This is an optimization exercise on Yosys and OpenROAD, whose aim is small area, not a production implementation. Function was checked by simulation only, so behaviour that the tests miss may differ from the original. Power and IR drop assume default switching activity.

Setup of run 3:
Design timing_tracker_top, start of the top module:
module timing_tracker_top (
    input  logic         i_clk,
    input  logic         i_rstn,
    input  logic [27:0]  i_slots,
    output logic [383:0] o_intra,
    output logic [383:0] o_inter,
    output logic [11:0]  o_faw_last
);
Size in the first run: roughly 15000 sq um of cells after synthesis.
clock: 5.0 ns
lec_check: 0
cap_margin: 20
core_area: 5 5 275 275
die_area: 0 0 280 280
slew_margin: 20
standard.sh (not shown) runs the stock make flow with config.mk's settings and CLKGATE_MAP_FILE= SYNTH_SCRIPT=/design/flow/synth_recipe.tcl, a recipe that flattens the netlist after the stock synthesis.
==> flow/flow/run.sh <==
#!/bin/bash
# own layout flow: the standard synthesis, its combinational logic re-mapped for area by
# ABC (registers untouched), then the standard ORFS floorplan to finish, with the smallest
# buffer on each port and tie cells shared between nearby constant outputs
set -euo pipefail
W=$(pwd)
R=$W/orfs/results/$FLOW_PLATFORM/timing_tracker_top/base
YOSYS=$FLOW_HOME/../tools/install/yosys/bin/yosys
LIB=$FLOW_HOME/platforms/sky130hd/lib/sky130_fd_sc_hd__tt_025C_1v80.lib

# 1. standard synthesis, netlist only
bash standard.sh "$R/1_2_yosys.v" > synth_std.log 2>&1
cp "$R/1_2_yosys.v" "$W/1_2_yosys.std.v"

# 2. re-map the logic between the registers
SEQ=$(grep -o 'sky130_fd_sc_hd__[a-z0-9_]*' "$W/1_2_yosys.std.v" | sort -u | grep -E '__(e|s|se)?df|__dl|__conb' | sed 's/^/=/' | tr '\n' ' ')
DONTUSE="-dont_use sky130_fd_sc_hd__lpflow_* -dont_use sky130_fd_sc_hd__probe*"
PS=$(python3 -c "print(int(float('$FLOW_PERIOD_NS')*1000))")
sed -e "s|{LIB}|$LIB|g" -e "s|{IN}|$W/1_2_yosys.std.v|" -e "s|{TOP}|$FLOW_TOP|" -e "s|{SEQ}|$SEQ|" \
    -e "s|{ABC}|$W/flow/resyn.abc|" -e "s|{PS}|$PS|" -e "s|{DONTUSE}|$DONTUSE|" \
    -e "s|{STAT}|$W/resyn_stat.txt|" -e "s|{OUT}|$W/1_2_yosys.resyn.v|" flow/resyn.ys > resyn_run.ys
"$YOSYS" -s resyn_run.ys > resyn.log 2>&1
sleep 1
cp "$W/1_2_yosys.resyn.v" "$R/1_2_yosys.v"
touch "$R/1_2_yosys.v"

# 3. the standard flow from the netlist through placement, port buffers of the smallest buffer
BP='BUFFER_PORTS_ARGS=-buffer_cell sky130_fd_sc_hd__buf_1'
bash standard.sh "$BP" "$R/3_place.odb" > flow_place.log 2>&1

# 4. nearby constant outputs share one tie cell
sleep 1
TIE_IN_DB="$R/3_place.odb" TIE_OUT_DB="$R/3_place.odb" \
    openroad -no_init -exit flow/tie_merge.tcl > tie_merge.log 2>&1
touch "$R/3_place.odb"

# 5. the standard flow from clock tree synthesis to the end
bash standard.sh "$BP" finish > flow_finish.log 2>&1
Other scripts of this flow, unchanged in this note and not shown: flow/flow/resyn.abc, flow/flow/resyn.ys, flow/flow/tie_merge.tcl
> inputs changed (run 3 -> run 5)
--- a/flow/design.v
+++ b/flow/design.v
@@ -99,25 +99,24 @@
             ia_q <= 6'd0;
         end else if (act_vld) begin
             ia_q <= 6'd43 + 6'(act_s);
         end else begin
             ia_q <= dec4(ia_q);
         end
     end
     always_ff @(posedge i_clk) begin
         if (act_vld) ia_bnk_q <= act_bnk;
     end
-    logic       ia_g41, ia_g43;
-    logic [2:0] ia_s3;
-    assign ia_g41 = (ia_q > 6'd40);
-    assign ia_g43 = (ia_q > 6'd42);
-    assign ia_s3  = ia_q[2:0] - 3'd2;
+    logic [5:0] ia_same, ia_l, ia_s;
+    assign ia_same = ia_q;
+    assign ia_l    = (ia_q > 6'd40) ? 6'(ia_q - 6'd40) : 6'd0;
+    assign ia_s    = (ia_q > 6'd42) ? 6'(ia_q - 6'd42) : 6'd0;
     logic       cas_vld;
     logic [1:0] cas_s;
     logic [1:0] cas_grp;
     logic       cas_wr;
     logic [1:0] ic_grp_q;
     logic       ic_wr_q;
     logic [1:0] ic_s_q;
     logic [1:0] ic_age_q;
     always_comb begin
         cas_vld = |is_cas;
@@ -156,28 +155,25 @@
         aged = (up > dn) ? 4'(up - dn) : 4'd0;
     endfunction
     logic [3:0] c_rd_l, c_wr_l, c_rd_s, c_wr_s;
     assign c_rd_l = aged(ic_wr_q ? 4'd12 : 4'd6, ic_s_q, ic_age_q);
     assign c_wr_l = aged(ic_wr_q ? 4'd6 : 4'd8, ic_s_q, ic_age_q);
     assign c_rd_s = aged(4'd4, ic_s_q, ic_age_q);
     assign c_wr_s = aged(ic_wr_q ? 4'd4 : 4'd8, ic_s_q, ic_age_q);
     for (genvar b = 0; b < 16; b++) begin : g_inter
         logic [5:0] act;
         logic [3:0] rd, wr;
-        logic same_bank, same_grp, same_rank, lo_a, lo_s;
+        logic same_bank, same_grp, same_rank;
         assign same_bank = (ia_bnk_q == 4'(b));
         assign same_grp  = (ia_bnk_q[3:2] == 2'(b >> 2));
         assign same_rank = (ia_bnk_q[3] == 1'(b >> 3));
-        assign lo_a = same_bank | (same_grp & ia_g41);
-        assign lo_s = same_rank & !same_grp & ia_g43;
-        assign act = {same_bank ? ia_q[5:3] : 3'd0,
-                      lo_a ? ia_q[2:0] : (lo_s ? ia_s3 : 3'd0)};
+        assign act = same_bank ? ia_same : same_grp ? ia_l : same_rank ? ia_s : 6'd0;
         assign rd  = (ic_grp_q == 2'(b >> 2)) ? c_rd_l :
                      (ic_grp_q[1] == 1'(b >> 3)) ? c_rd_s : 4'd0;
         assign wr  = (ic_grp_q == 2'(b >> 2)) ? c_wr_l :
                      (ic_grp_q[1] == 1'(b >> 3)) ? c_wr_s : 4'd0;
         assign o_inter[24*b +: 24] = {6'd0, act, 2'b00, rd, 2'b00, wr};
     end
     for (genvar r = 0; r < 2; r++) begin : g_faw
         logic       hit;
         logic [1:0] hs;
         logic [4:0] h_q;
[summary]
- Compare run 5 and run 3 | worst max-slew margin expressed relative to the limit higher: run 5
- Data-path buffer share of cell area in the final layout of run 5 is on par with run 3.
- Fraction of power spent switching nets (higher): run 5
- Looking at amount of wire on met2 after detailed routing, run 5 sits about 1.4% below run 3.
- Diff run 3 -> run 5: global-route usage held steady; layout overhead on the synthesized area moved up; number of global-route vias before repair now sits higher.
- Delta (run 5 minus run 3): setup slack now smaller; final instance count without filler cells now larger.

[static timing again, ports no longer ideal]
Ports are ideal in the flow. The routed layouts listed here were re-timed in OpenROAD. Step 1 assumes that a clkbuf_16 drives the clock port and a buf_2 every other input. Step 2 moves the port delays by t, midway between the first and last clock arrival at a register: inputs arrive t later, outputs are due t later. That takes back most of the time a late clock gives input paths. Slacks: ideal / step 1 / step 2; pairs: ideal / step 1.
| run | shift t [ns] | setup WS [ns] | worst data-port slew with drivers (ns) |
|---|---|---|---|
| run 3 | 0.535 | 1.016 / 0.955 / 0.675 | 0.19 |
| run 5 | 0.526 | 0.832 / 0.776 / 0.340 | 0.13 |
After both steps every run listed still meets setup and hold. For run 5, which loses most, drivers alone change the setup slack by -0.056 ns; drivers and shift together by -0.492 ns.
